From an optimization exercise on the open Yosys and OpenROAD flow, aimed at small area; shortcuts taken in it are not production practice.
Only simulation tests tie the RTL to the original design; equivalence was not proved.
Power is estimated from default activity; no workload was simulated.

File: standard.sh
#!/bin/bash
# synth_recipe.tcl (not shown) runs the flow's synth.tcl, then flattens the netlist and writes it again
# the make line also repeats each setting of config.mk as NAME=value (left out here)
make -C /OpenROAD-flow-scripts/flow DESIGN_CONFIG=/design/flow/config.mk WORK_HOME=/design/flow/orfs CLKGATE_MAP_FILE= SYNTH_SCRIPT=/design/flow/synth_recipe.tcl "${@:-finish}"
File: flow/run.sh
#!/bin/bash
# Layout flow: the standard layout (standard.sh) with two changes.
#  1. Synthesis maps the logic with an area-oriented ABC script (flow/area.abc)
#     instead of ORFS's speed script. Everything else in synthesis is the standard flow's
#     own script (synth_recipe.tcl): same passes, same flip-flop mapping, same
#     flattening and renaming, so the registers are the standard ones.
#  2. The port buffers are sky130_fd_sc_hd__buf_1 (every input and output
#     port still gets one) instead of the delay cell buffer_ports picks.
# Each tool's output goes to a log file in this folder; ORFS's own per-step
# logs are under orfs/logs/.
set -euo pipefail
here=$(pwd)

# ORFS synth.tcl with the ABC script swapped after the preamble has set it up
orfs_synth="$FLOW_HOME/scripts/synth.tcl"
anchor='source $::env(SCRIPTS_DIR)/synth_preamble.tcl'
grep -qF "$anchor" "$orfs_synth"
awk -v anchor="$anchor" -v abc="$here/flow/area.abc" '
	{ print }
	$0 == anchor { print "lset abc_args 1 " abc }
' "$orfs_synth" > "$here/area_synth.tcl"
grep -q "lset abc_args 1 $here/flow/area.abc" "$here/area_synth.tcl"

# The standard flow's synthesis script, sourcing that copy instead of ORFS's synth.tcl
sed 's#^source $::env(SCRIPTS_DIR)/synth.tcl$#source '"$here"'/area_synth.tcl#' \
	"$here/synth_recipe.tcl" > "$here/area_synth_recipe.tcl"
grep -q "^source $here/area_synth.tcl\$" "$here/area_synth_recipe.tcl"

BUFFER_PORTS_ARGS="-buffer_cell sky130_fd_sc_hd__buf_1" \
	bash "$here/standard.sh" SYNTH_SCRIPT="$here/area_synth_recipe.tcl" finish \
	> "$here/standard_finish.log" 2>&1

test -s "$here/out/final.def"
File: config.mk
export PLATFORM = sky130hd
export DESIGN_NAME = chan_top
export DESIGN_NICKNAME = chan_top
export VERILOG_FILES = /design/flow/design.v
export SDC_FILE = /design/flow/constraint.sdc
export NUM_CORES = 4
export LEC_CHECK = 0
export CAP_MARGIN = 20
export CORE_MARGIN = 2
export CORE_UTILIZATION = 65
export CTS_CLUSTER_DIAMETER = 100
export CTS_CLUSTER_SIZE = 30
export PLACE_DENSITY = 0.68
export SETUP_SLACK_MARGIN = 0.05
export SLEW_MARGIN = 20
export SYNTH_HIERARCHICAL = 1
File: constraint.sdc
create_clock -name core_clock -period 5.0 [get_ports {wb_clk}]
set_input_delay 1.0000 -clock core_clock [delete_from_list [all_inputs] [get_ports {wb_clk}]]
set_output_delay 1.0000 -clock core_clock [all_outputs]
set_load 0.01 [all_outputs]
File: design.v
`default_nettype none
module chan_top (
	input  wire logic                       wb_clk,
	input  wire logic                       rst_n_i,
	input  wire logic                       reg_we_i,
	input  wire logic [4-1:0]      reg_adr_i,
	input  wire logic [16-1:0]         reg_dat_i,
	output logic [16-1:0]              reg_dat_o,
	input  wire logic                       adc_vld_i,
	input  wire logic [4*12-1:0]   adc_dat_i,
	output logic [16-1:0]              tx_dat_o,
	output logic                            tx_k_o,
	output logic                            tx_vld_o,
	input  wire logic                       tx_rdy_i
);
	function automatic logic [15:0] inc16(input logic [15:0] a, input logic ci);
		logic c;
		logic [15:0] s;
		c = ci;
		for (int i = 0; i < 16; i++) begin
			s[i] = a[i] ^ c;
			c = a[i] & c;
		end
		inc16 = s;
	endfunction
	function automatic logic [3:0] updn4(input logic [3:0] q, input logic up, input logic dn);
		logic u, d;
		logic [3:0] t;
		u = up & ~dn;
		d = dn & ~up;
		for (int i = 0; i < 4; i++) begin
			t[i] = u | d;
			u = u & q[i];
			d = d & ~q[i];
		end
		updn4 = q ^ t;
	endfunction
	function automatic logic [2:0] updn3(input logic [2:0] q, input logic up, input logic dn);
		logic u, d;
		logic [2:0] t;
		u = up & ~dn;
		d = dn & ~up;
		for (int i = 0; i < 3; i++) begin
			t[i] = u | d;
			u = u & q[i];
			d = d & ~q[i];
		end
		updn3 = q ^ t;
	endfunction
	logic [12:0]  zthr;
	logic [15:0]  sthr;
	logic [3:0]   mask;
	logic [3:0]   inv;
	logic [11:0]  pedn [4];       
	logic [4:0]   stat;
	logic [4:0]   ovf;
	logic [15:0] wdat;
	logic [7:0]  ld, ldn;
	assign wdat = reg_dat_i & {16{rst_n_i}};
	always_comb
		for (int a = 0; a < 8; a++) begin
			ld[a]  = ~rst_n_i | (reg_we_i & (reg_adr_i == 4'(a)));
			ldn[a] = ~ld[a];
		end
	logic [12:0]  zthr_d;
	logic [15:0]  sthr_d;
	logic [3:0]   mask_d, inv_d;
	logic [11:0]  pedn_d [4];
	hold_mux #(.W(13)) u_ld_zthr (.ld_i(ld[0]), .ldn_i(ldn[0]), .d_i(wdat[12:0]), .q_i(zthr), .y_o(zthr_d));
	hold_mux #(.W(16)) u_ld_sthr (.ld_i(ld[1]), .ldn_i(ldn[1]), .d_i(wdat),       .q_i(sthr), .y_o(sthr_d));
	hold_mux #(.W(4))  u_ld_mask (.ld_i(ld[2]), .ldn_i(ldn[2]), .d_i(wdat[3:0]),  .q_i(mask), .y_o(mask_d));
	hold_mux #(.W(4))  u_ld_inv  (.ld_i(ld[3]), .ldn_i(ldn[3]), .d_i(wdat[3:0]),  .q_i(inv),  .y_o(inv_d));
	for (genvar n = 0; n < 4; n++) begin : g_ped
		hold_mux #(.W(12)) u_ld_ped (.ld_i(ld[4+n]), .ldn_i(ldn[4+n]), .d_i(~wdat[11:0]), .q_i(pedn[n]), .y_o(pedn_d[n]));
	end
	always_ff @(posedge wb_clk) begin
		zthr <= zthr_d;
		sthr <= sthr_d;
		mask <= mask_d;
		inv  <= inv_d;
		for (int n = 0; n < 4; n++)
			pedn[n] <= pedn_d[n];
	end
	logic [15:0] rd_val;        
	rd_mux u_rd (
		.rst_n_i (rst_n_i),
		.adr_i   (reg_adr_i),
		.zthr_i  (zthr),
		.sthr_i  (sthr),
		.mask_i  (mask),
		.inv_i   (inv),
		.pedn0_i (pedn[0]),
		.pedn1_i (pedn[1]),
		.pedn2_i (pedn[2]),
		.pedn3_i (pedn[3]),
		.stat_i  (stat),
		.val_o   (rd_val)
	);
	always_ff @(posedge wb_clk) begin
		if (!rst_n_i)
			stat <= '0;
		else
			stat <= ((reg_adr_i == 4'd15) ? 5'd0 : stat) | ovf;
		reg_dat_o <= rd_val;
	end
	logic [15:0] sthr_nx;
	assign sthr_nx = sthr_d;
	logic       load;
	logic       tv;                 
	logic [3:0] cv;                 
	logic [3:0] cpop;
	logic       tpop;
	assign load = ~tx_vld_o | tx_rdy_i;
	logic [12:0]        slot [4][8];
	logic [3:0]         cnt  [4];      
	logic [12:0]        d_q  [4];      
	logic [3:0]         en_q;          
	logic               vld_q;         
	logic [7:0]         hsel [4];      
	for (genvar c = 0; c < 4; c++) begin : g_chan
		logic [12:0] d;
		logic        gt, push, full, acc;
		ped_sub u_sub (
			.smp_i  (adc_dat_i[c*12 +: 12]),
			.pedn_i (pedn[c]),
			.inv_i  (inv[c]),
			.d_o    (d)
		);
		always_ff @(posedge wb_clk)
			d_q[c] <= d;
		gt_s13 u_gt (.a_i(d_q[c]), .b_i(zthr), .gt_o(gt));
		assign push   = en_q[c] & gt;
		assign full   = cnt[c][3];
		assign acc    = push & ~full;
		assign ovf[c] = push & full;
		assign cv[c]  = (cnt[c] != 4'd0);
		always_ff @(posedge wb_clk) begin
			if (!rst_n_i) begin
				cnt[c]  <= '0;
				en_q[c] <= 1'b0;
			end else begin
				en_q[c] <= adc_vld_i & mask[c];
				cnt[c]  <= updn4(cnt[c], acc, cpop[c]);
			end
		end
		logic [12:0] slot_d [8];
		logic        accn;
		assign accn = ~acc;
		for (genvar i = 0; i < 8; i++) begin : g_s
			hold_mux #(.W(13)) u_ld (
				.ld_i  (acc),
				.ldn_i (accn),
				.d_i   ((i == 0) ? d_q[c] : slot[c][(i == 0) ? 0 : i-1]),
				.q_i   (slot[c][i]),
				.y_o   (slot_d[i])
			);
		end
		always_ff @(posedge wb_clk)
			for (int i = 0; i < 8; i++)
				slot[c][i] <= slot_d[i];
		for (genvar i = 0; i < 8; i++) begin : g_h
			assign hsel[c][i] = (cnt[c] == 4'(i + 1));
		end
	end
	logic        cmp, trig_q, last_q;
	logic [15:0] smp_cnt;        
	sum_gt u_sum (
		.d0_i   (d_q[0]),
		.d1_i   (d_q[1]),
		.d2_i   (d_q[2]),
		.d3_i   (d_q[3]),
		.en_i   (en_q),
		.thr_i  (sthr_nx),
		.gt_o   (cmp)
	);
	always_ff @(posedge wb_clk) begin
		if (!rst_n_i) begin
			vld_q   <= 1'b0;
			trig_q  <= 1'b0;
			last_q  <= 1'b0;
			smp_cnt <= 16'hffff;
		end else begin
			vld_q   <= adc_vld_i;
			trig_q  <= vld_q & cmp & ~last_q;
			smp_cnt <= inc16(smp_cnt, vld_q);
			if (vld_q)
				last_q <= cmp;
		end
	end
	logic [15:0] tslot [4];
	logic [2:0]  tcnt;
	logic        tfull, tacc;
	assign tfull  = tcnt[2];
	assign tacc   = trig_q & ~tfull;
	assign ovf[4] = trig_q & tfull;
	assign tv     = (tcnt != 3'd0);
	always_ff @(posedge wb_clk) begin
		if (!rst_n_i) begin
			tcnt  <= '0;
		end else begin
			tcnt  <= updn3(tcnt, tacc, tpop);
		end
	end
	logic [15:0] tslot_d [4];
	logic        taccn;
	assign taccn = ~tacc;
	for (genvar i = 0; i < 4; i++) begin : g_ts
		hold_mux #(.W(16)) u_ld (
			.ld_i  (tacc),
			.ldn_i (taccn),
			.d_i   ((i == 0) ? smp_cnt : tslot[(i == 0) ? 0 : i-1]),
			.q_i   (tslot[i]),
			.y_o   (tslot_d[i])
		);
	end
	always_ff @(posedge wb_clk)
		for (int i = 0; i < 4; i++)
			tslot[i] <= tslot_d[i];
	logic [1:0] rr_q;
	logic [1:0] sel;
	logic       found;
	always_comb begin
		logic [1:0] idx;
		found = 1'b0;
		sel   = rr_q;
		for (int i = 1; i <= 4; i++) begin
			idx = rr_q + 2'(i);
			if (!found && cv[idx]) begin
				found = 1'b1;
				sel   = idx;
			end
		end
	end
	assign tpop = load & tv;
	always_comb
		for (int c = 0; c < 4; c++)
			cpop[c] = load & ~tv & found & (sel == 2'(c));
	logic [35:0] gsel;
	logic [15:0] nxt;
	always_comb begin
		for (int i = 0; i < 4; i++)
			gsel[32+i] = (tcnt == 3'(i + 1));
		for (int c = 0; c < 4; c++)
			for (int i = 0; i < 8; i++)
				gsel[c*8+i] = ~tv & (sel == 2'(c)) & hsel[c][i];
	end
	for (genvar b = 0; b < 13; b++) begin : g_nxt
		logic [35:0] src;
		for (genvar c = 0; c < 4; c++)
			for (genvar i = 0; i < 8; i++)
				assign src[c*8+i] = slot[c][i][b];
		for (genvar i = 0; i < 4; i++)
			assign src[32+i] = tslot[i][b];
		and_or36 u_ao (.d_i(src), .g_i(gsel), .y_o(nxt[b]));
	end
	always_comb begin
		nxt[15:13] = {1'b0, sel & {2{~tv}}};
		for (int i = 0; i < 4; i++)
			nxt[15:13] = nxt[15:13] | (tslot[i][15:13] & {3{gsel[32+i]}});
	end
	always_ff @(posedge wb_clk) begin
		if (!rst_n_i) begin
			tx_vld_o <= 1'b0;
			tx_k_o   <= 1'b0;
			rr_q     <= '0;
		end else if (load) begin
			tx_vld_o <= tv | found;
			tx_k_o   <= tv;
			if (!tv && found)
				rr_q <= sel;
		end
	end
	logic [15:0] tx_dat_d;
	logic        loadn;
	assign loadn = ~load;
	hold_mux #(.W(16)) u_ld_tx (.ld_i(load), .ldn_i(loadn), .d_i(nxt), .q_i(tx_dat_o), .y_o(tx_dat_d));
	always_ff @(posedge wb_clk)
		tx_dat_o <= tx_dat_d;
endmodule
`default_nettype wire
`default_nettype none
module hold_mux #(
	parameter int W = 1
) (
	input  wire logic         ld_i,
	input  wire logic         ldn_i,
	input  wire logic [W-1:0] d_i,
	input  wire logic [W-1:0] q_i,
	output logic [W-1:0]      y_o
);
	assign y_o = (d_i & {W{ld_i}}) | (q_i & {W{ldn_i}});
endmodule
module fadd (
	input  wire logic a_i,
	input  wire logic b_i,
	input  wire logic c_i,
	output logic      s_o,
	output logic      c_o
);
	assign s_o = a_i ^ b_i ^ c_i;
	assign c_o = (a_i & b_i) | (c_i & (a_i ^ b_i));
endmodule
module hadd (
	input  wire logic a_i,
	input  wire logic b_i,
	output logic      s_o,
	output logic      c_o
);
	assign s_o = a_i ^ b_i;
	assign c_o = a_i & b_i;
endmodule
module ped_sub (
	input  wire logic [11:0] smp_i,
	input  wire logic [11:0] pedn_i,
	input  wire logic        inv_i,
	output logic [12:0]      d_o
);
	logic [12:0] w;
	logic [8:0]  c0;
	logic [4:0]  c2;
	logic [3:0]  s2, p2;
	logic        k8, k12;
	assign c0[0] = ~inv_i;
	for (genvar i = 0; i < 8; i++) begin : g_lo
		fadd u_f0 (.a_i(smp_i[i]), .b_i(pedn_i[i]), .c_i(c0[i]), .s_o(w[i]), .c_o(c0[i+1]));
	end
	hadd u_h2 (.a_i(smp_i[8]), .b_i(pedn_i[8]), .s_o(s2[0]), .c_o(c2[1]));
	for (genvar i = 1; i < 4; i++) begin : g_hi
		fadd u_f2 (.a_i(smp_i[i+8]), .b_i(pedn_i[i+8]), .c_i(c2[i]), .s_o(s2[i]), .c_o(c2[i+1]));
	end
	assign c2[0] = 1'b0;
	assign p2 = {&s2[2:0], &s2[1:0], s2[0], 1'b1};
	assign k8 = c0[8];
	assign w[11:8] = s2 ^ (p2 & {4{k8}});
	assign k12 = c2[4] | (k8 & (&s2));
	assign w[12] = ~k12;
	assign d_o = w ^ {13{inv_i}};
endmodule
module gt_s13 (
	input  wire logic [12:0] a_i,
	input  wire logic [12:0] b_i,
	output logic             gt_o
);
	logic [12:0] x, y;
	logic [13:0] c;
	assign x = ~(a_i ^ 13'h1000);
	assign y = b_i ^ 13'h1000;
	assign c[0] = 1'b1;
	for (genvar i = 0; i < 13; i++) begin : g_c
		assign c[i+1] = (x[i] & y[i]) | (c[i] & (x[i] | y[i]));
	end
	assign gt_o = ~c[13];
endmodule
module sum_gt (
	input  wire logic [12:0] d0_i,
	input  wire logic [12:0] d1_i,
	input  wire logic [12:0] d2_i,
	input  wire logic [12:0] d3_i,
	input  wire logic [3:0]  en_i,
	input  wire logic [15:0] thr_i,
	output logic             gt_o
);
	logic [12:0] nd [4];
	logic [15:0] t;
	logic [12:0] s1;
	logic [13:0] c1;
	logic [13:0] s2;
	logic [13:0] c2;
	logic [13:0] s3;
	logic [14:0] c3;
	logic [14:0] c;
	logic [2:0]  top;
	assign nd[0] = ~(d0_i & {13{en_i[0]}}) ^ 13'h1000;
	assign nd[1] = ~(d1_i & {13{en_i[1]}}) ^ 13'h1000;
	assign nd[2] = ~(d2_i & {13{en_i[2]}}) ^ 13'h1000;
	assign nd[3] = ~(d3_i & {13{en_i[3]}}) ^ 13'h1000;
	assign t = thr_i ^ 16'h8000;
	assign c1[0] = 1'b1;
	assign c2[0] = 1'b1;
	assign c3[0] = 1'b1;
	for (genvar i = 0; i < 13; i++) begin : g_r
		fadd u_r1 (.a_i(nd[0][i]), .b_i(nd[1][i]), .c_i(nd[2][i]), .s_o(s1[i]), .c_o(c1[i+1]));
		fadd u_r2 (.a_i(s1[i]), .b_i(c1[i]), .c_i(nd[3][i]), .s_o(s2[i]), .c_o(c2[i+1]));
	end
	assign s2[13] = c1[13];
	for (genvar i = 0; i < 14; i++) begin : g_r3
		fadd u_r3 (.a_i(s2[i]), .b_i(c2[i]), .c_i(t[i]), .s_o(s3[i]), .c_o(c3[i+1]));
	end
	assign c[0] = 1'b1;
	for (genvar i = 0; i < 14; i++) begin : g_s
		assign c[i+1] = (s3[i] & c3[i]) | (c[i] & (s3[i] | c3[i]));
	end
	assign top = {1'b0, t[15:14]} + 3'd1 + {2'd0, c3[14]} + {2'd0, c[14]};
	assign gt_o = ~top[2];
endmodule
module rd_mux (
	input  wire logic        rst_n_i,
	input  wire logic [3:0]  adr_i,
	input  wire logic [12:0] zthr_i,
	input  wire logic [15:0] sthr_i,
	input  wire logic [3:0]  mask_i,
	input  wire logic [3:0]  inv_i,
	input  wire logic [11:0] pedn0_i,
	input  wire logic [11:0] pedn1_i,
	input  wire logic [11:0] pedn2_i,
	input  wire logic [11:0] pedn3_i,
	input  wire logic [4:0]  stat_i,
	output logic [15:0]      val_o
);
	logic [8:0] s;
	always_comb begin
		for (int k = 0; k < 8; k++)
			s[k] = rst_n_i & (adr_i == 4'(k));
		s[8] = rst_n_i & (adr_i == 4'd15);
		val_o = ({{3{zthr_i[12]}}, zthr_i} & {16{s[0]}})
		      | (sthr_i & {16{s[1]}})
		      | ({12'd0, mask_i} & {16{s[2]}})
		      | ({12'd0, inv_i} & {16{s[3]}})
		      | ({4'd0, ~pedn0_i} & {16{s[4]}})
		      | ({4'd0, ~pedn1_i} & {16{s[5]}})
		      | ({4'd0, ~pedn2_i} & {16{s[6]}})
		      | ({4'd0, ~pedn3_i} & {16{s[7]}})
		      | ({11'd0, stat_i} & {16{s[8]}});
	end
endmodule
module and_or36 (
	input  wire logic [35:0] d_i,
	input  wire logic [35:0] g_i,
	output logic             y_o
);
	logic [11:0] n;
	for (genvar i = 0; i < 12; i++) begin : g_t
		aoi3 u_t (.d_i(d_i[3*i +: 3]), .g_i(g_i[3*i +: 3]), .y_o(n[i]));
	end
	assign y_o = ~&n;
endmodule
module aoi3 (
	input  wire logic [2:0] d_i,
	input  wire logic [2:0] g_i,
	output logic            y_o
);
	assign y_o = ~|(d_i & g_i);
endmodule
`default_nettype wire
File: flow/area.abc
strash
ifraig
dc2
dch -f
amap
topo
stime -c
==> results.ini, run 1 <==
[outcome]
status = no timing/DRC/antenna violations

[timing]
fin_skew_ns = 0.0272
relSlewSlack_pct = 18.9
fin_crit_sh_pct = 94.5
holdWs_ns = 0.444
finalMaxSlewViolations = 0
period_minus_slack_ns = 4.72
clock.fmax_mhz = 212
setup-tns-final_ns = 0
rsz0062_at_grt = yes
hold_violations = 0
layout_setup_ws_ns = 0.276
worst_pin_slew_ns = 1.22
setup_viol = 0

[cells_and_area]
layout.cells.non_filler = 3162
fin_util_pct = 73.0
num_antenna_cells = 0
nNetsFinal = 2821
design_area_mm2 = 0.0298
area_growth_pct = 10.6
nFillCells = 2944
layout-drive-gt1-share_pct = 7.00

[synthesis]
synth_top_area_cell = dfxtp_1
synth_area_per_cell_um2 = 11.3
async_flop_share_pct = 0
ys_seq_area_share_pct = 52.0
synthMostInstantiatedCell = dfxtp_1
syn_inst = 2385
ys.flop_type = dfxtp_1
synth_warnings = 29
synthesis.area_mm2 = 0.0269
synthDistinctLibCells = 40
yosys.area.top_type_share_pct = 52.0
synth_edf_count = 0
synth_area_leaders = dfxtp_1 (52%), a22o_1 (19%), fa_1 (6.2%)
synth_common_cells = dfxtp_1 (700), a22o_1 (581), nand2_1 (172)
synth_seq_cells = 700

[placed_design]
placed_cell_area_mm2 = 0.0290
preCtsSetupSlack_ns = -0.489
gp_congestion = 0.969
io_buffers = 106
dp.cells = 3130
dpl.hpwl_um = 60200

[floorplanning]
dieArea_mm2 = 0.0431
die_x_um = 208
rows = 74
die_y_um = 208
core-area_mm2 = 0.0408
initial_core_util_pct = 66.0
ios = 107

[worst_setup_path]
path_max_fanout = 7
path_class = reg2reg
cp_top_family = adder cells
crit_arrival_ns = 5.29
required_ns = 5.56
cp-start-kind = flop
critical-path-max-stage-delay_ns = 0.52
cpMostUsedCell = fa_1
cp-end-kind = flop
path_cells = clkinv_1 -> fa_1 -> fa_1 -> fa_1 -> fa_1 -> fa_1 -> fa_1 -> fa_1 -> fa_1 -> and3_1 -> nand2_1 -> nor2_1 -> a21oi_1 -> nand2_1 -> o21ai_0
critPathBufInv = 1
critPathSlowestCell = dfxtp_1

[cts]
cts_buffer_depth = 3
clk_latency_ns = 0.64
cts_made_buffers = 27
clockRootBuffer = clkbuf_16
cts_sinks = 700
path_clk_slew_ns = 0.12
htree_num_levels = 1
cts_tree = yes

[pwr]
powerDensity_mw_per_mm2 = 501
p_leak_nw = 11.2
vdd_ir_drop_max_mv = 0.347
power_mw = 14.9

[route]
wl_um = 84900
via_count = 22621
drc_errors = 0
drtIter0Drc = 3127
wl_per_cell_um = 26.8
drt-pass1-iter-count = 10
vias_per_cell = 7.15
postRouteAntennaNets = 0

[grt]
grt_overflow = 0
grt_pass1_vias = 21464
grt_max_degree = 106
gr-usage-all-layers_pct = 38.0
grt_antenna_before_repair = 0
grt_pass1_wl_um = 128000

[job]
maxCapViolCount = 0

[hold_path]
hp-class = reg2reg

## layer usage
metal / vias to the layer above / global-route usage [%] / wire (um)
li1: 9999 / - / -
met1: 11032 / 49.5 / 32600
met2: 1314 / 59.3 / 37800
met3: 276 / 4.81 / 7420
met4: 0 / 26.7 / 7050
met5: - / 0 / 0
## modules after synthesis, one instance, submodules excluded, excerpt
module	times used	cells
and_or36	13	4
aoi3	156	1
chan_top	1	1033
gt_s13	4	38
hadd	4	1
ped_sub	4	37
rd_mux	1	94
sum_gt	1	81
## cell families after synthesis
kind of cell / share of synthesized area [%]
AOI/OAI and AO/OA: 30.6
adders and majority gates: 7.87
buffers and inverters: 1.96
DFF: 52.0
other: 0.0139
and+or+nand+nor: 7.53
## area by class of cell
type / count / area, um2 / share of cell area [%]
sequential: 700 / 14000 / 47.2
timing repair buffer: 214 / 1260 / 4.23
multi-input combinational: 1545 / 12500 / 42.1
clock buffer: 27 / 676 / 2.27
inverter: 141 / 536 / 1.80
clock inverter: 3 / 66.3 / 0.223
tap: 532 / 666 / 2.23
## power breakdown
part / switching (mW) / internal [mW] / total (mW)
clock network: 1.70 / 1.05 / 2.75
logic: 2.28 / 1.85 / 4.13
registers: 1.28 / 6.76 / 8.04
total: 5.26 / 9.66 / 14.9
## repair_timing
action                                  4_1_cts  5_1_grt
hold buffers                                  0        0
buffers inserted                              0        2
resized for setup                             0       22
endpoints found under the setup margin        0        4
## final timing paths
path / start / end / slack [ns] / cells after the start
setup / recovery: inv[2]$_DFF_P_ / d_q[2][11]$_DFF_P_ / 0.28 / 15
hold reg to reg: last_q$_SDFFE_PN0P_ / trig_q$_SDFF_PN0_ / 0.44 / 1
hold / removal: last_q$_SDFFE_PN0P_ / trig_q$_SDFF_PN0_ / 0.44 / 1
setup reg to reg: inv[2]$_DFF_P_ / d_q[2][11]$_DFF_P_ / 0.28 / 15
## flip-flops by register name, indices dropped and copies added, names as in the netlist, 5 cells and up
register,cells
zthr,13
tx_dat_o,16
d_q,52
pedn,48
stat,5
smp_cnt,16
tslot,64
cnt,16
slot,416
reg_dat_o,16
sthr,16
## layout by cell type (no fill, tap or decap), drive strengths merged, types with 3 or more instances in the layout
| cell type | synthesis | routed |
|---|---|---|
| a22oi | 11 | 11 |
| o221ai | 10 | 10 |
| buf | 0 | 214 |
| a21oi | 37 | 37 |
| a31oi | 10 | 10 |
| a21boi | 5 | 5 |
| and3 | 16 | 16 |
| a22o | 581 | 581 |
| a222oi | 161 | 161 |
| o211a | 4 | 4 |
| ha | 35 | 35 |
| a221oi | 9 | 9 |
| or2 | 20 | 20 |
| o22ai | 33 | 33 |
| fa | 84 | 84 |
| dfxtp | 700 | 700 |
| o21bai | 5 | 5 |
| nor2b | 16 | 16 |
| nand3 | 5 | 5 |
| a221o | 4 | 4 |
| a211oi | 13 | 13 |
| inv | 0 | 5 |
| o32ai | 5 | 5 |
| nand2 | 172 | 172 |
| clkbuf | 0 | 27 |
| a2111o | 3 | 3 |
| o21ai | 74 | 74 |
| and2 | 4 | 4 |
| or3 | 19 | 19 |
| nor3 | 27 | 27 |
| o221a | 4 | 4 |
| nand4 | 50 | 50 |
| nor2 | 109 | 109 |
| clkinv | 141 | 138 |
| o2111ai | 4 | 4 |
| nor4 | 4 | 4 |
==> run 2: changes to the inputs <==
==> flow/area.abc (replaced) <==
strash
dch
amap
topo
stime -c
--- a/config.mk
+++ b/config.mk
@@ -11,3 +11,3 @@
 export CTS_CLUSTER_DIAMETER = 100
-export CTS_CLUSTER_SIZE = 30
+export CTS_CLUSTER_SIZE = 28
 export PLACE_DENSITY = 0.68
==> results.ini, run 2 <==
[timing]
layout_setup_ws_ns = 0.118  ; -0.158 ns
clock.fmax_mhz = 205  ; -3.2%
worst_pin_slew_ns = 1.08  ; -0.138 ns
period_minus_slack_ns = 4.88  ; +0.158 ns
relSlewSlack_pct = 28.1  ; +9.3 points
setup_viol = 0  ; unchanged
fin_skew_ns = 0.0227  ; -0.00454 ns
rsz0062_at_grt = yes
setup-tns-final_ns = 0  ; unchanged
hold_violations = 0  ; unchanged
fin_crit_sh_pct = 97.6  ; +3.2 points
finalMaxSlewViolations = 0  ; unchanged

[grt]
grt_overflow = 0  ; unchanged
grt_pass1_wl_um = 117000  ; -8.4%
gr-usage-all-layers_pct = 33.9  ; -4.1 points
grt_pass1_vias = 20202  ; -5.9%
grt_antenna_before_repair = 3  ; +3
grt_max_degree = 105  ; -0.94%

[floorplanning]
die_y_um = 208  ; about the same
ios = 107  ; unchanged
core-area_mm2 = 0.0409  ; +0.23%
initial_core_util_pct = 65.9  ; -0.11 points
die_x_um = 208  ; about the same
rows = 74  ; unchanged
dieArea_mm2 = 0.0431  ; about the same

[cells_and_area]
nNetsFinal = 2848  ; +0.96%
area_growth_pct = 11.2
final_cell_mix = dfxtp_1 (688), a22o_1 (581), a222oi_1 (157), clkinv_1 (132), nand2_1 (131)
layout-drive-gt1-share_pct = 8.10  ; +1.1 points
reg.largest.list = slot (416), tslot (64), d_q (52)
final_common_cell = dfxtp_1
top_register = slot
design_area_mm2 = 0.0300  ; +0.61%
largest_register_ff_count = 416  ; unchanged

[hold_path]
min_from = last_q$_SDFFE_PN0P_
hp-class = reg2reg

[worst_setup_path]
cp_top_family = adder cells
critPathSlowestCell = fa_1
rr_startpoint = en_q[0]$_SDFF_PN0_
ff2ff_path_depth = 30  ; +15
rrSetupSlack_ns = 0.12  ; -0.16 ns
path_max_fanout = 6  ; -1
critical_path.endpoint = last_q$_SDFFE_PN0P_
crit_arrival_ns = 5.42  ; +0.13 ns
startpoint = en_q[0]$_SDFF_PN0_
critPathBufInv = 1  ; unchanged
required_ns = 5.54  ; -0.02 ns
cp_num_cells = 30  ; +15
r2r-end = last_q$_SDFFE_PN0P_
path_class = reg2reg
cp-start-kind = flop
critical-path-max-stage-delay_ns = 0.56  ; +0.04 ns
cp-end-kind = flop

[synthesis]
synth_seq_cells = 700  ; unchanged
synth_top_area_cell = dfxtp_1
synth_area_per_cell_um2 = 11.2  ; -0.89%
ys.flop_type = dfxtp_1
synth_area_leaders = dfxtp_1 (52%), a22o_1 (19%), fa_1 (6.2%)
synth_edf_count = 0  ; unchanged
synth_common_cells = dfxtp_1 (700), a22o_1 (581), a222oi_1 (157)
syn_inst = 2408  ; +0.96%
synthesis.area_mm2 = 0.0270  ; about the same
synthMostInstantiatedCell = dfxtp_1
yosys.area.top_type_share_pct = 52.0  ; about the same
synthDistinctLibCells = 37  ; -7.5%
synth_warnings = 29  ; unchanged
ys_seq_area_share_pct = 52.0  ; about the same
async_flop_share_pct = 0  ; unchanged

[cts]
htree_num_levels = 1  ; unchanged
cts_buffer_depth = 3  ; unchanged
cts_made_buffers = 28  ; +3.7%
cts_tree = yes
path_clk_slew_ns = 0.11  ; about the same
cts_sinks = 700  ; unchanged
clk_latency_ns = 0.61  ; -0.03 ns
clockRootBuffer = clkbuf_16

[pwr]
pwr-share-comb_pct = 24.5  ; -3.2 points
seq_power_share_pct = 56.2  ; +2.3 points
p_int_mw = 9.32  ; -3.6%
powerDensity_mw_per_mm2 = 462  ; -7.8%
p_leak_nw = 11.2  ; about the same
power_mw = 13.8  ; -7.2%
vdd_ir_drop_max_mv = 0.390  ; +12%
power.switching_mw = 4.52  ; -14%
pwr-share-clk_pct = 19.3  ; +0.9 points
swShare_pct = 32.7  ; -2.6 points

[placed_design]
dpl.hpwl_um = 54300  ; -9.7%
placed_cell_area_mm2 = 0.0291  ; +0.48%
preCtsSetupSlack_ns = -0.718  ; -0.229 ns
gp_congestion = 0.983  ; +1.5%
io_buffers = 106  ; unchanged

[outcome]
status = no timing/DRC/antenna violations

[route]
postRouteAntennaNets = 0  ; unchanged
wl_per_cell_um = 23.8  ; -11%
drtIter0Drc = 3588  ; +15%
wl_um = 75700  ; -11%
drt-pass1-iter-count = 15  ; +5
drc_errors = 0  ; unchanged
vias_per_cell = 6.91  ; -3.4%
via_count = 22029  ; -2.6%

[job]
maxCapViolCount = 0  ; unchanged

-- run 2: cell count changes after synthesis, moves of 9 or more --
| cell | delta |
|---|---|
| a21oi_1 | +64 |
| o21ai_0 | -31 |
| o22ai_1 | +15 |
| nand2_1 | -35 |
| a21boi_0 | +9 |
| nor4_1 | +9 |
| nor2_1 | +29 |
| o221ai_1 | -9 |
-- run 2: kinds of logic (layout without fill, tap and decap cells) --
logic type	count (synthesis)	after routing	synth area share [%]
AO/OA/AOI/OAI	1012	1012	30.8
flip-flops	700	700	52.0
other	1	3	0.0139
buffers and inverters	145	391	2.02
adder cells (fa/ha/maj)	119	119	7.86
AND/OR/NAND/NOR	431	431	7.30
-- run 2: through the flow --
step / cells / utilization (%) / hold slack [ns]
after global routing: 3187 / 73.2 / 0.486
final: 3188 / 73.2 / 0.447
after global placement: 3155 / 71.1 / 0.414
after floorplan: 2409 / - / 0.407
after detailed placement: 3155 / 71.2 / 0.423
after CTS: 3184 / 72.9 / 0.438
-- run 2: power groups by stage --
| stage | Clock (mW) | Combinational, mW | Sequential (mW) |
|---|---|---|---|
| 2_1_floorplan | 0 | 2.30 | 7.48 |
| 3_3_place_gp | 0 | 3.16 | 7.79 |
| 3_5_place_dp | 0 | 3.29 | 7.86 |
| 4_1_cts | 2.71 | 3.31 | 7.75 |
| 5_1_grt | 2.88 | 3.69 | 7.89 |
| 6_report | 2.67 | 3.39 | 7.78 |
-- run 2: per-layer routing --
metal  up-vias  wire length (um)  track usage, %  part of all wire, %
li1      10092                 -               -                    -
met1     10673             33200            50.1                   44
met2      1113             33100            51.1                   44
met3       151              5960            3.90                  7.9
met4         0              3520            13.5                  4.6
met5         -                 0               0                    0
-- run 2: what timing repair did --
item | in CTS | in global routing
endpoints found under the setup margin | 2 | 3
buffers inserted | 0 | 3
pin swaps | 1 | 20
resized for setup | 6 | 26
endpoints found under the hold margin | 0 | 0
hold buffers | 0 | 0
-- run 2: worst min path at each step --
| stage | slack, ns | endpoint | depth (start not counted) |
|---|---|---|---|
| 6_report | 0.45 | trig_q$_SDFF_PN0_ | 1 |
| 5_1_grt | 0.49 | trig_q$_SDFF_PN0_ | 1 |
| 4_1_cts | 0.44 | trig_q$_SDFF_PN0_ | 1 |
| 3_5_place_dp | 0.42 | trig_q$_SDFF_PN0_ | 1 |
| 3_3_place_gp | 0.41 | trig_q$_SDFF_PN0_ | 1 |
| 2_1_floorplan | 0.41 | trig_q$_SDFF_PN0_ | 1 |
-- run 2: final cells by class --
class	instances	area, um2
Multi-Input combinational cell	1564	12700
Inverter	145	553
Clock buffer	29	726
Fill cell	2962	11000
Sequential cell	700	14000
Timing Repair Buffer	217	1300
Tap cell	532	666
Antenna cell	1	2.50
-- run 2: modules after synthesis (local to each module, per instance), excerpt --
| module | cell area (um2) | times used |
|---|---|---|
| and_or36 | 25.0 | 13 |
| hadd | 12.5 | 4 |
| sum_gt | 400 | 1 |
| chan_top | 15900 | 1 |
| gt_s13 | 191 | 4 |
| aoi3 | 10.0 | 156 |
| fadd | 20.0 | 84 |
| rd_mux | 542 | 1 |
| ped_sub | 170 | 4 |
==> run 3: changes to the inputs <==
==> flow/area.abc (replaced) <==
strash
ifraig
dc2
dch -f
amap
topo
stime -c
==> results.ini, run 3 <==
[hold_path]
whs_path_depth = 1  ; unchanged
min_from = last_q$_SDFFE_PN0P_
holdPathEnd = trig_q$_SDFF_PN0_
hp-class = reg2reg

[timing]
period_minus_slack_ns = 4.71  ; -0.171 ns
setup_viol = 0  ; unchanged
clock.fmax_mhz = 212  ; +3.6%
rsz0062_at_grt = yes
fin_skew_ns = 0.0204  ; -0.00230 ns
finalMaxSlewViolations = 0  ; unchanged
relSlewSlack_pct = 25.4  ; -2.7 points
hold_violations = 0  ; unchanged
fin_crit_sh_pct = 94.2  ; -3.4 points
worst_pin_slew_ns = 1.12  ; +0.0403 ns

[cts]
htree_num_levels = 1  ; unchanged
clockRootBuffer = clkbuf_16
cts_made_buffers = 28  ; unchanged
cts_buffer_depth = 3  ; unchanged
path_clk_slew_ns = 0.10  ; about the same
clk_latency_ns = 0.62  ; about the same
cts_tree = yes
cts_sinks = 700  ; unchanged

[route]
m1WireLength_um = 32900  ; -1.0%
wl_um = 84500  ; +12%
vias_per_cell = 7.12  ; +3.1%
drc_errors = 0  ; unchanged
wl_met2_um = 38100  ; +15%
top_layer = met4
drt-pass1-iter-count = 13  ; -2
wl_met3_um = 7380  ; +24%
via_count = 22518  ; +2.2%
postRouteAntennaNets = 0  ; unchanged
drtIter0Drc = 3289  ; -8.3%
wl_per_cell_um = 26.7  ; +13%

[floorplanning]
die_x_um = 208  ; about the same
core-area_mm2 = 0.0408  ; -0.23%
die_y_um = 208  ; about the same
initial_core_util_pct = 66.0  ; +0.11 points
rows = 74  ; unchanged
ios = 107  ; unchanged
dieArea_mm2 = 0.0431  ; about the same

[cells_and_area]
nFillCells = 2973  ; +0.37%
final_common_cell = dfxtp_1
multi_input_area_mm2 = 0.0125  ; -1.2%
final_cell_mix = dfxtp_1 (684), a22o_1 (581), nand2_1 (171), a222oi_1 (161), clkinv_1 (133)
layout-drive-gt1-share_pct = 6.96  ; -1.1 points
reg.largest.list = slot (416), tslot (64), d_q (52)
largest_register_ff_count = 416  ; unchanged
top_register = slot
nNetsFinal = 2822  ; -0.91%
area_growth_pct = 10.5
seq_area_mm2 = 0.0140  ; about the same
fin_util_pct = 72.9  ; -0.32 points
num_antenna_cells = 0  ; -1

[synthesis]
synth_edf_count = 0  ; unchanged
synthMostInstantiatedCell = dfxtp_1
synth_area_leaders = dfxtp_1 (52%), a22o_1 (19%), fa_1 (6.2%)
synth_warnings = 29  ; unchanged
synth_area_per_cell_um2 = 11.3  ; +0.90%
async_flop_share_pct = 0  ; unchanged
yosys.area.top_type_share_pct = 52.0  ; about the same
syn_inst = 2385  ; -0.96%
synthesis.area_mm2 = 0.0269  ; about the same
synth_common_cells = dfxtp_1 (700), a22o_1 (581), nand2_1 (172)
ys.flop_type = dfxtp_1
synthDistinctLibCells = 40  ; +8.1%
ys_seq_area_share_pct = 52.0  ; about the same
synth_seq_cells = 700  ; unchanged
synth_top_area_cell = dfxtp_1

[worst_setup_path]
path_cells = clkinv_1 -> fa_1 -> fa_1 -> fa_1 -> fa_1 -> fa_1 -> fa_1 -> fa_1 -> fa_1 -> ha_1 -> a21oi_1 -> nor2_1 -> a21oi_1
required_ns = 5.54  ; about the same
rrSetupSlack_ns = 0.29  ; +0.17 ns
crit_arrival_ns = 5.25  ; -0.17 ns
r2r-end = d_q[1][9]$_DFF_P_
ff2ff_path_depth = 13  ; -57%
cp-start-kind = flop
cpMostUsedCell = fa_1
critPathSlowestCell = dfxtp_1
critPathBufInv = 1  ; unchanged
rr_startpoint = inv[1]$_DFF_P_
path_max_fanout = 7  ; +1
path_class = reg2reg
cp_top_family = adder cells
cp-end-kind = flop
critical-path-max-stage-delay_ns = 0.60  ; +0.04 ns

[grt]
grt_antenna_before_repair = 0  ; -3
grt_max_degree = 106  ; +0.95%
gr-usage-all-layers_pct = 38.1  ; +4.2 points
grt_pass1_wl_um = 128000  ; +9.4%
grt_pass1_vias = 21476  ; +6.3%
grt_overflow = 0  ; unchanged

[pwr]
powerDensity_mw_per_mm2 = 499  ; +8.1%
power_mw = 14.9  ; +7.3%
p_leak_nw = 11.2  ; about the same
vdd_ir_drop_max_mv = 0.320  ; -18%

[placed_design]
dpl.hpwl_um = 60200  ; +11%
gp_congestion = 0.969  ; -1.5%
io_buffers = 106  ; unchanged

[outcome]
status = no timing/DRC/antenna violations

[job]
maxCapViolCount = 0  ; unchanged

run 3: cell count changes in the layout (fill, tap and decap cells not counted), sizes merged, moves of 15 or more:
cell,change
a21oi,-64
o21ai,+31
nor2,-29
o22ai,-15
nand2,+35
run 3: worst reg2reg max path, stage by stage (launching register included):
cell,delay [ns]
dfxtp_1,0.60
clkinv_1,0.19
fa_1,0.41
fa_1,0.39
fa_1,0.39
fa_1,0.39
fa_1,0.39
fa_1,0.38
fa_1,0.41
fa_1,0.41
ha_1,0.22
a21oi_1,0.25
nor2_1,0.06
a21oi_1,0.14
run 3: area by class of cell:
type	instances	share of cell area (%)
clock buffer	29	2.44
tap	532	2.24
inverter	141	1.80
timing repair buffer	214	4.23
multi-input combinational	1545	42.1
sequential	700	47.2
run 3: power breakdown:
part / internal, mW / switching (mW) / total [mW]
clock: 1.04 / 1.65 / 2.69
sequential: 6.76 / 1.28 / 8.04
combinational: 1.85 / 2.27 / 4.13
run 3: how the worst max path moves through the flow:
stage | depth (start not counted) | endpoint | start | slack [ns]
after floorplan | 22 | cnt[3][3]$_SDFF_PN0_ | d_q[3][2]$_DFF_P_ | -1.43
after global placement | 24 | last_q$_SDFFE_PN0P_ | rst_n_i | -0.45
after detailed placement | 23 | trig_q$_SDFF_PN0_ | rst_n_i | -0.49
after CTS | 24 | last_q$_SDFFE_PN0P_ | reg_we_i | 0.15
after global routing | 22 | last_q$_SDFFE_PN0P_ | d_q[1][4]$_DFF_P_ | 0.05
final | 13 | d_q[1][9]$_DFF_P_ | inv[1]$_DFF_P_ | 0.29
run 3: what timing repair did:
action,4_1_cts,5_1_grt
setup buffers,0,2
hold buffers,0,0
endpoints found under the setup margin,0,3
resized for setup,0,22
run 3: per-module statistics from Yosys, one instance, submodules excluded, excerpt:
module    cells inside  flops+latches
sum_gt              81              0
fadd                 1              0
and_or36             4              0
hadd                 1              0
rd_mux              94              0
ped_sub             37              0
aoi3                 1              0
gt_s13              38              0
chan_top          1033            700
run 3: metrics by stage:
step / setup TNS, ns / hold WS [ns] / cells / setup slack (ns) / instance area (um2)
after floorplan: -317.61 / 0.399 / 2386 / -1.43 / 27000
after global placement: -1.04 / 0.406 / 3130 / -0.453 / 29000
after detailed placement: -2.18 / 0.431 / 3130 / -0.489 / 29000
after CTS: 0 / 0.444 / 3159 / 0.147 / 29700
after global routing: 0 / 0.453 / 3161 / 0.0490 / 29800
final: 0 / 0.441 / 3161 / 0.289 / 29800
run 3: cells by family after synthesis:
kind of cell	synth area share, %
DFF	52.0
other	0.0139
AOI/OAI and AO/OA	30.6
adders and majority gates	7.87
buffers and inverters	1.96
and+or+nand+nor	7.53
run 3: per-layer routing:
layer / track usage (%) / vias up
met5: 0 / -
met4: 23.3 / 0
met3: 4.95 / 239
met2: 60.4 / 1234
met1: 50.0 / 11039
li1: - / 10006
==> run 4: changes to the inputs <==
--- a/config.mk
+++ b/config.mk
@@ -13,3 +13,3 @@
 export PLACE_DENSITY = 0.68
-export SETUP_SLACK_MARGIN = 0.05
+export SETUP_SLACK_MARGIN = 0
 export SLEW_MARGIN = 20
==> results.ini, run 4 <==
[floorplanning]
dieArea_mm2 = 0.0431  ; unchanged
die_y_um = 208  ; unchanged
die_x_um = 208  ; unchanged
initial_core_util_pct = 66.0  ; unchanged
ios = 107  ; unchanged
core-area_mm2 = 0.0408  ; unchanged
rows = 74  ; unchanged

[synthesis]
synthesis.area_mm2 = 0.0269  ; unchanged
synthDistinctLibCells = 40  ; unchanged
synth_warnings = 29  ; unchanged
synthMostInstantiatedCell = dfxtp_1
syn_inst = 2385  ; unchanged
synth_edf_count = 0  ; unchanged
async_flop_share_pct = 0  ; unchanged
synth_top_area_cell = dfxtp_1
synth_common_cells = dfxtp_1 (700), a22o_1 (581), nand2_1 (172)
synth_area_leaders = dfxtp_1 (52%), a22o_1 (19%), fa_1 (6.2%)
yosys.area.top_type_share_pct = 52.0  ; unchanged
synth_area_per_cell_um2 = 11.3  ; unchanged
ys_seq_area_share_pct = 52.0  ; unchanged
synth_seq_cells = 700  ; unchanged
ys.flop_type = dfxtp_1

[timing]
period_minus_slack_ns = 4.75  ; +0.0405 ns
setup_viol = 0  ; unchanged
worst_pin_slew_ns = 1.12  ; -0.00160 ns
fin_crit_sh_pct = 95.0  ; +0.81 points
clock.fmax_mhz = 210  ; -0.85%
setup-tns-final_ns = 0  ; unchanged
fin_skew_ns = 0.0229  ; +0.00252 ns
finalMaxSlewViolations = 0  ; unchanged
relSlewSlack_pct = 25.5  ; +0.11 points
rsz0062_at_grt = no
hold_violations = 0  ; unchanged

[grt]
grt_overflow = 0  ; unchanged
grt_antenna_before_repair = 0  ; unchanged
grt_pass1_vias = 21476  ; unchanged
gr-usage-all-layers_pct = 38.1  ; unchanged
grt_pass1_wl_um = 128000  ; unchanged
grt_max_degree = 106  ; unchanged

[pwr]
p_leak_nw = 11.2  ; unchanged
p_int_mw = 9.65  ; about the same
pwr-share-clk_pct = 18.2  ; about the same
powerDensity_mw_per_mm2 = 499  ; about the same
swShare_pct = 35.1  ; +0.046 points
pwr-share-comb_pct = 27.8  ; about the same
seq_power_share_pct = 54.1  ; about the same
vdd_ir_drop_max_mv = 0.320  ; -0.19%
power.switching_mw = 5.22  ; +0.20%

[cells_and_area]
area_growth_pct = 10.5  ; about the same
reg.largest.list = slot (416), tslot (64), d_q (52)
design_area_mm2 = 0.0298  ; about the same
num_antenna_cells = 0  ; unchanged
nNetsFinal = 2822  ; unchanged
final_common_cell = dfxtp_1
nFillCells = 2974  ; +0.034%
final_cell_mix = dfxtp_1 (685), a22o_1 (581), nand2_1 (171), a222oi_1 (161), clkinv_1 (133)
top_register = slot
layout-drive-gt1-share_pct = 6.92  ; -0.038 points
largest_register_ff_count = 416  ; unchanged

[cts]
cts_tree = yes
path_clk_slew_ns = 0.11  ; about the same
clk_latency_ns = 0.62  ; about the same
cts_buffer_depth = 3  ; unchanged
cts_sinks = 700  ; unchanged
cts_made_buffers = 28  ; unchanged
holdBufCountCts = 0  ; unchanged
htree_num_levels = 1  ; unchanged
clockRootBuffer = clkbuf_16

[outcome]
status = no timing/DRC/antenna violations

[worst_setup_path]
ff2ff_path_depth = 15  ; +2
critical-path-max-stage-delay_ns = 0.59  ; about the same
critPathSlowestCell = dfxtp_1
cp_top_family = adder cells
rrSetupSlack_ns = 0.25  ; -0.04 ns
required_ns = 5.54  ; about the same
rr_startpoint = inv[0]$_DFF_P_
crit_arrival_ns = 5.29  ; +0.04 ns
cp-end-kind = flop
path_max_fanout = 7  ; unchanged
path_cells = clkinv_1 -> fa_1 -> fa_1 -> fa_1 -> fa_1 -> fa_1 -> fa_1 -> fa_1 -> fa_1 -> and3_1 -> nand2_1 -> nor2_1 -> a21oi_1 -> nand2_1 -> o21ai_0
cp-start-kind = flop
path_class = reg2reg
r2r-end = d_q[0][11]$_DFF_P_
critPathBufInv = 1  ; unchanged
cpMostUsedCell = fa_1

[placed_design]
dpl.hpwl_um = 60200  ; unchanged
gp_congestion = 0.969  ; unchanged
io_buffers = 106  ; unchanged
placed_cell_area_mm2 = 0.0290  ; unchanged

[hold_path]
hp-class = reg2reg
whs_path_depth = 1  ; unchanged
holdPathEnd = trig_q$_SDFF_PN0_
min_from = last_q$_SDFFE_PN0P_

[job]
maxCapViolCount = 0  ; unchanged

[route]
postRouteAntennaNets = 0  ; unchanged
vias_per_cell = 7.12  ; about the same
wl_um = 84700  ; +0.19%
drt-pass1-iter-count = 10  ; -3
wl_per_cell_um = 26.8  ; +0.19%
via_count = 22515  ; -0.013%
drc_errors = 0  ; unchanged
drtIter0Drc = 3242  ; -1.4%

-- run 4: cell counts after synthesis --
Identical to the previous run, type by type.
-- run 4: layout make-up --
class / count / area, um2 / share of cell area, %
clock buffer: 29 / 726 / 2.44
multi-input combinational: 1545 / 12500 / 42.1
inverter: 141 / 536 / 1.80
tap: 532 / 666 / 2.24
timing repair buffer: 214 / 1260 / 4.23
sequential: 700 / 14000 / 47.2
-- run 4: power groups by stage --
stage	Clock (mW)	Sequential, mW	Combinational (mW)
6_report	2.70	8.04	4.13
2_1_floorplan	0	7.61	2.71
3_3_place_gp	0	8.02	3.87
4_1_cts	2.71	7.97	4.04
5_1_grt	2.90	8.14	4.50
3_5_place_dp	0	8.09	4.01
-- run 4: what timing repair did --
action,4_1_cts,5_1_grt
setup buffers,0,2
endpoints found under the hold margin,0,0
resized for setup,0,21
setup endpoints to repair,0,2
-- run 4: metrics by stage --
stage	hold slack, ns	utilization, %	setup WS (ns)	cells	power [mW]
2_1_floorplan	0.399	-	-1.43	2386	10.3
3_3_place_gp	0.406	71.0	-0.453	3130	11.9
3_5_place_dp	0.431	71.0	-0.489	3130	12.1
4_1_cts	0.444	72.8	0.147	3159	14.7
5_1_grt	0.453	72.9	0.00192	3161	15.5
6_report	0.441	72.9	0.249	3161	14.9
-- run 4: logic make-up after synthesis --
family / after synthesis / synth area share (%)
other: 1 / 0.0139
adder cells (fa/ha/maj): 119 / 7.87
flip-flops: 700 / 52.0
AO/OA/AOI/OAI: 981 / 30.6
buffers and inverters: 141 / 1.96
AND/OR/NAND/NOR: 443 / 7.53
-- run 4: worst max-delay path by stage --
stage                     slack [ns]               start  cells after the start              endpoint
after floorplan                -1.43   d_q[3][2]$_DFF_P_                     22  cnt[3][3]$_SDFF_PN0_
after global placement         -0.45             rst_n_i                     24   last_q$_SDFFE_PN0P_
final                           0.25      inv[0]$_DFF_P_                     15    d_q[0][11]$_DFF_P_
after detailed placement       -0.49             rst_n_i                     23     trig_q$_SDFF_PN0_
after global routing           0.002  en_q[0]$_SDFF_PN0_                     21   last_q$_SDFFE_PN0P_
after CTS                       0.15            reg_we_i                     24   last_q$_SDFFE_PN0P_
-- run 4: Yosys stat by module (local to each module, per instance), excerpt --
module / cells inside / cell area, um2 / copies in the design / flops+latches
aoi3: 1 / 10.0 / 156 / 0
sum_gt: 81 / 380 / 1 / 0
gt_s13: 38 / 194 / 4 / 0
ped_sub: 37 / 170 / 4 / 0
chan_top: 1033 / 15800 / 1 / 700
fadd: 1 / 20.0 / 84 / 0
and_or36: 4 / 25.0 / 13 / 0
rd_mux: 94 / 561 / 1 / 0
hadd: 1 / 12.5 / 4 / 0
-- run 4: routing by layer --
| metal | vias to the layer above | GRT usage, % | share of wire (%) |
|---|---|---|---|
| met3 | 235 | 4.95 | 8.6 |
| li1 | 10000 | - | - |
| met2 | 1247 | 60.4 | 45 |
| met1 | 11033 | 50.0 | 39 |
| met4 | 0 | 23.3 | 7.3 |
| met5 | - | 0 | 0 |

## re-timing with driven ports
No port has a modelled driver above. Below, the same layouts with a new extraction and two added sets of constraints. Step 1, drivers: a clkbuf_16 drives wb_clk and a buf_2 each remaining input, both assumed. Step 2 moves the port delays by t, midway between the first and last clock arrival at a register: inputs arrive t later, outputs are due t later. That takes back most of the time a late clock gives input paths. Slacks: ideal / step 1 / step 2; pairs: ideal / step 1.
run | shift t [ns] | slack for setup (ns) | worst setup path after step 2 | clock arrival spread, ns | cell pins on the clock port's net
run 1 | 0.689 | 0.276 / 0.276 / -0.231 | input to register | 0.029 / 0.029 | 1
run 2 | 0.663 | 0.118 / 0.118 / -0.490 | input to register | 0.025 / 0.026 | 1
run 3 | 0.675 | 0.289 / 0.289 / -0.196 | input to register | 0.021 / 0.021 | 1
run 4 | 0.677 | 0.249 / 0.249 / -0.175 | input to register | 0.023 / 0.023 | 1
With both steps, setup timing fails in every run listed, where it was met with ideal ports. For run 2, which loses most, drivers alone change the setup slack by 0.000 ns; drivers and shift together by -0.608 ns.
